From an optimization exercise on the open Yosys and OpenROAD flow, aimed at small area and a short achievable clock period; shortcuts taken in it are not production practice.
At most, simulation tests tie the RTL to the original design; equivalence was not proved.
The clock port is modelled as an ideal driver; clocking choices that lean on that would not hold on a real chip.
Power is estimated from default activity; no workload was simulated.

## rev 12
## fpga_host
module fpga_host #(
  parameter int MMIO_ELS       = 16,
  parameter int NBF_MAX_WRITES = 4
) (
  input  wire                                   clk,
  input  wire                                   reset,
  input  wire                                   psel_i,
  input  wire                                   penable_i,
  input  wire                                   pwrite_i,
  input  wire [fpga_host_pkg::CSR_ADDR_W-1:0]   paddr_i,
  input  wire fpga_host_pkg::word_t             pwdata_i,
  output fpga_host_pkg::word_t                  prdata_o,
  output logic                                  pready_o,
  output logic                                  pslverr_o,
  output logic                                  wr_valid_o,
  input  wire                                   wr_ready_i,
  output logic [fpga_host_pkg::NBF_ADDR_W-1:0]  wr_addr_o,
  output logic [fpga_host_pkg::NBF_DATA_W-1:0]  wr_data_o,
  output logic [1:0]                            wr_size_o,
  input  wire                                   wr_done_i,
  output logic                                  bp_in_valid_o,
  input  wire                                   bp_in_ready_i,
  output fpga_host_pkg::word_t                  bp_in_data_o,
  input  wire                                   bp_out_valid_i,
  output logic                                  bp_out_ready_o,
  input  wire fpga_host_pkg::word_t             bp_out_data_i
);
Size: roughly 3500 flip-flops.
==> flow/config.mk <==
export PLATFORM = sky130hd
export DESIGN_NAME = fpga_host
export DESIGN_NICKNAME = fpga_host
export VERILOG_FILES = /design/flow/design.v
export SDC_FILE = /design/flow/constraint.sdc
export NUM_CORES = 4
export LEC_CHECK = 0
export ABC_CLOCK_PERIOD_IN_PS = 2300
export CAP_MARGIN = 20
export CORE_MARGIN = 2
export CORE_UTILIZATION = 55
export CTS_CLUSTER_DIAMETER = 80
export CTS_CLUSTER_SIZE = 24
export SETUP_SLACK_MARGIN = 1.8
export SLEW_MARGIN = 20
==> flow/constraint.sdc <==
create_clock -name core_clock -period 4.2 [get_ports {clk}]
set_input_delay 0.8400 -clock core_clock [delete_from_list [all_inputs] [get_ports {clk}]]
set_output_delay 0.8400 -clock core_clock [all_outputs]
set_load 0.01 [all_outputs]
standard.sh (not shown) runs the stock make flow with config.mk's settings and CLKGATE_MAP_FILE= SYNTH_SCRIPT=/design/flow/synth_recipe.tcl, a recipe that flattens the netlist after the stock synthesis.
==> flow/flow/run.sh <==
#!/bin/bash
# Standard layout, with the resizer free to pick any cell size (not only same-footprint ones).
set -euo pipefail
bash standard.sh MATCH_CELL_FOOTPRINT=0 finish > standard_flow.log 2>&1
Input-level comparison between rev 13 and rev 12:
==> flow/run.sh (new file) <==
#!/bin/bash
# synth_recipe.tcl (not shown) runs the flow's synth.tcl, then flattens the netlist and writes it again
# the make line also repeats each setting of config.mk as NAME=value (left out here)
make -C /OpenROAD-flow-scripts/flow DESIGN_CONFIG=/design/flow/config.mk WORK_HOME=/design/flow/orfs CLKGATE_MAP_FILE= SYNTH_SCRIPT=/design/flow/synth_recipe.tcl finish
removed: flow/flow/run.sh
removed: flow/standard.sh
Summary of rev 13 over rev 12: initial antenna violation count lost about 7%, worst path setup slack after routing comparable. Post-detailed-placement half-perimeter wirelength, rev 13 vs rev 12: down by a few percent. Rev 13 — total chip power about 0.8% lower, rev 12 as reference. Going from rev 12 to rev 13, number of cells traversed by the worst register-to-register path dropped 1, worst hold-check slack down 0.019 ns, cell-internal power dropped 0.71%. Rev 12 and rev 13 ended up with roughly the same switching portion of total power. Sequential cell fraction of total power: rev 13 vs rev 12 up 0.2 points.
No run of this note included a check of the RTL's function; only the layout flow was run.


## P
fpga_host, a different RTL version from the one above (not shown whole).
For scale: roughly 6,500 cells after synthesis, roughly 130,000 um^2 of cells after synthesis.
==> flow/design.v (excerpt) <==
module fpga_host #(
  parameter int MMIO_ELS       = 16,
  parameter int NBF_MAX_WRITES = 4
) (
  input  wire                                   clk,
  input  wire                                   reset,
  input  wire                                   psel_i,
  input  wire                                   penable_i,
  input  wire                                   pwrite_i,
  input  wire [fpga_host_pkg::CSR_ADDR_W-1:0]   paddr_i,
  input  wire fpga_host_pkg::word_t             pwdata_i,
  output fpga_host_pkg::word_t                  prdata_o,
  output logic                                  pready_o,
  output logic                                  pslverr_o,
  output logic                                  wr_valid_o,
  input  wire                                   wr_ready_i,
  output logic [fpga_host_pkg::NBF_ADDR_W-1:0]  wr_addr_o,
  output logic [fpga_host_pkg::NBF_DATA_W-1:0]  wr_data_o,
  output logic [1:0]                            wr_size_o,
  input  wire                                   wr_done_i,
  output logic                                  bp_in_valid_o,
  input  wire                                   bp_in_ready_i,
  output fpga_host_pkg::word_t                  bp_in_data_o,
  input  wire                                   bp_out_valid_i,
  output logic                                  bp_out_ready_o,
  input  wire fpga_host_pkg::word_t             bp_out_data_i
);
export LEC_CHECK = 0
export ABC_CLOCK_PERIOD_IN_PS = 2000
export CAP_MARGIN = 20
export CORE_MARGIN = 2
export CORE_UTILIZATION = 65
export CTS_CLUSTER_DIAMETER = 80
export CTS_CLUSTER_SIZE = 24
export SETUP_SLACK_MARGIN = 2.12
export SLEW_MARGIN = 20
create_clock -name core_clock -period 4.2 [get_ports {clk}]
==> flow/flow/run.sh <==
#!/bin/bash
# The standard layout (the standard.sh, with the standard synthesis unchanged) with:
# - port buffers of a plain buffer cell (buf_4) instead of the one buffer_ports picks;
# - the resizer free to pick any cell size, not only same-footprint ones;
# - before detailed placement, each output port's buffer next to its pin and the register
#   feeding it right behind the buffer (flow/pull_out_regs.tcl);
# - after clock tree synthesis, the clock root buffer split into four, each driving one
#   quadrant of the tree, then legalization and another timing repair (flow/post_cts.tcl).
set -euo pipefail
F="$PWD/flow"
export PRE_DETAIL_PLACE_TCL="$F/pull_out_regs.tcl"
export POST_CTS_TCL="$F/post_cts.tcl"
bash standard.sh MATCH_CELL_FOOTPRINT=0 "BUFFER_PORTS_ARGS=-buffer_cell sky130_fd_sc_hd__buf_4" \
  PRE_DETAIL_PLACE_TCL="$F/pull_out_regs.tcl" POST_CTS_TCL="$F/post_cts.tcl" finish > standard_flow.log 2>&1
==> flow/flow/pull_out_regs.tcl <==
# Before detailed placement: put each output port's buffer next to its pin, and the
# flip-flop that feeds that buffer right behind it, so the register-to-port wire is short.
# Detailed placement then legalizes the moved cells.
set block [ord::get_db_block]
set core [$block getCoreArea]
set cx0 [$core xMin]; set cy0 [$core yMin]; set cx1 [$core xMax]; set cy1 [$core yMax]
set step 4000
set moved 0
proc clampv {v lo hi} { expr {$v < $lo ? $lo : ($v > $hi ? $hi : $v)} }
foreach bt [$block getBTerms] {
  if {[$bt getIoType] ne "OUTPUT"} continue
  set net [$bt getNet]
  if {$net eq "NULL"} continue
  set buf ""
  foreach it [$net getITerms] { if {[$it isOutputSignal]} { set buf [$it getInst] } }
  if {$buf eq ""} continue
  set flop ""
  foreach it [$buf getITerms] {
    if {![$it isInputSignal]} continue
    set n2 [$it getNet]
    if {$n2 eq "NULL"} continue
    foreach it2 [$n2 getITerms] {
      if {[$it2 isOutputSignal]} {
        set c [$it2 getInst]
        if {[string match "*__*df*" [[$c getMaster] getName]]} { set flop $c }
      }
    }
  }
  set bb [$bt getBBox]
  set px [expr {([$bb xMin] + [$bb xMax]) / 2}]
  set py [expr {([$bb yMin] + [$bb yMax]) / 2}]
  # inward direction from the nearest die edge
  set dx 0; set dy 0
  set dl [expr {$px - $cx0}]; set dr [expr {$cx1 - $px}]
  set db [expr {$py - $cy0}]; set dt [expr {$cy1 - $py}]
  set m [expr {min($dl, $dr, $db, $dt)}]
  if {$m == $dl} { set dx 1 } elseif {$m == $dr} { set dx -1 } elseif {$m == $db} { set dy 1 } else { set dy -1 }
  set bx [clampv $px $cx0 [expr {$cx1 - 10000}]]
  set by [clampv $py $cy0 [expr {$cy1 - 3000}]]
  $buf setLocation [expr {$bx + $dx * $step}] [expr {$by + $dy * $step}]
  if {$flop ne ""} {
    $flop setLocation [expr {$bx + $dx * 3 * $step}] [expr {$by + $dy * 3 * $step}]
    incr moved
  }
}
puts "pull_out_regs: moved $moved output registers next to their port buffers"
Other scripts of this flow, unchanged in this note and not shown: flow/flow/post_cts.tcl, flow/flow/split_root.tcl
--- input diff P..Q ---
Settings: SETUP_SLACK_MARGIN changed from 2.12 to 2.0; ABC_CLOCK_PERIOD_IN_PS changed from 2000 to 2100.
Notes after the runs:
- Looking at global-route wire length before repair across P and Q, the one that comes out higher is P.
- Final-stage net count in Q is 51 below P.
- Cmp P and Q / total power / higher: P
- Q -> P: final-layout setup total negative slack delta 0, exact match
- Diff P -> Q: routed wire length -about 1.5%; delay of the slowest cell on the worst path +0.43 ns; clock skew ~0 delta.
- Cmp P and Q / post-layout worst setup margin / lower: Q
- Compared with P, in Q sequential share of layout area up 0.49 points; maximum frequency fell 24 MHz.
Input-level comparison between R and Q:
Settings: SETUP_SLACK_MARGIN now 2.05, was 2.0; CTS_CLUSTER_SIZE now 30, was 24; CORE_UTILIZATION now 70, was 65.
[summary]
- R | status: complete | timing, DRC, antenna: pass
- The minimum hold slack on Q is in line with that on R.
- From Q to R the numbers moved as follows: register-to-register slack picked up an extra 0.06 ns, routed wire length -about 0.33%, share of power burned in registers rose by 0.5 points, combinational power increased about 7.5%.
- A termination of the worst setup path of hmem[13][17] is what Q shows, while wr_addr_o[50] belongs to R.
diff inputs: R => S
Settings: CORE_UTILIZATION: 70 -> 65; CTS_CLUSTER_SIZE: 30 -> 24.
--- a/flow/flow/pull_out_regs.tcl
+++ b/flow/flow/pull_out_regs.tcl
@@ -1,3 +1,4 @@
 # Before detailed placement: put each output port's buffer next to its pin, and the
-# flip-flop that feeds that buffer right behind it, so the register-to-port wire is short.
+# flip-flop that feeds that buffer a third of the way from there back to where global
+# placement put it, so both its input and its output wire are short; then repair long wires.
 # Detailed placement then legalizes the moved cells.
@@ -7,2 +8,3 @@
 set step 4000
+set frac 0.35
 set moved 0
@@ -41,3 +43,5 @@
   if {$flop ne ""} {
-    $flop setLocation [expr {$bx + $dx * 3 * $step}] [expr {$by + $dy * 3 * $step}]
+    set fl [$flop getLocation]
+    set fx [expr {$bx + $dx * 3 * $step}]; set fy [expr {$by + $dy * 3 * $step}]
+    $flop setLocation [expr {int($fx + $frac * ([lindex $fl 0] - $fx))}] [expr {int($fy + $frac * ([lindex $fl 1] - $fy))}]
     incr moved
@@ -46 +50,3 @@
 puts "pull_out_regs: moved $moved output registers next to their port buffers"
+estimate_parasitics -placement
+repair_design_helper
- The flow did not stop early for S: all stages ran, and the layout cleared the timing, DRC and antenna checks.
- Cmp S vs R: clock group share of total power higher in S
- S and R ended up with roughly the same design area.
- Comparing S and R, the higher number of placed instances, taps included was measured on S.
- On number of tap cells inserted: between S and R, it ends up higher for S.
- Delta (S minus R): clock latency on the worst-skew pair held steady, global-route usage shrank by 2.8 points, final routed wire length divided by cell count shrank by about 1.5%, power grew by 0.99%.
- R vs S, class of the worst hold path: primary input to flop vs flop to flop
- S ended up with a lower combinational fraction of design power than R did.

[static timing again, ports no longer ideal]
How much do the figures lean on ideal ports? The routed layouts below were timed once more, with nothing changed but the port constraints.
Step 1: set_driving_cell puts a clkbuf_16 on clk and a buf_2 on each other input, an assumption about the parent block.
Step 2 adds t to the input delays and takes it off the output delays; t is the mean of the earliest and latest rising clock arrival at the registers after step 1. Input paths then give back, and output paths get back, about the clock's delay inside the block.
Three values: ideal, step 1, step 2; two values: the first two.
| run | t (ns) | setup WS [ns] | worst setup path after step 2 | worst register clock-pin slew, ns |
|---|---|---|---|---|
| rev 12 | 0.952 | 1.616 / 1.622 / 0.742 | input to register | 0.10 / 0.10 |
| rev 13 | 0.943 | 1.617 / 1.628 / 0.734 | input to register | 0.10 / 0.10 |
| P | 0.790 | 2.048 / 1.973 / 1.540 | input to register | 0.10 / 0.10 |
| Q | 0.789 | 1.929 / 1.929 / 1.404 | input to register | 0.10 / 0.10 |
| R | 0.776 | 1.985 / 1.958 / 1.477 | input to register | 0.11 / 0.11 |
| S | 0.792 | 1.995 / 1.910 / 1.494 | input to register | 0.10 / 0.10 |
After both steps setup and hold are still met in every run listed. For rev 13, which loses most, drivers alone change the setup slack by +0.011 ns; drivers and shift together by -0.883 ns.
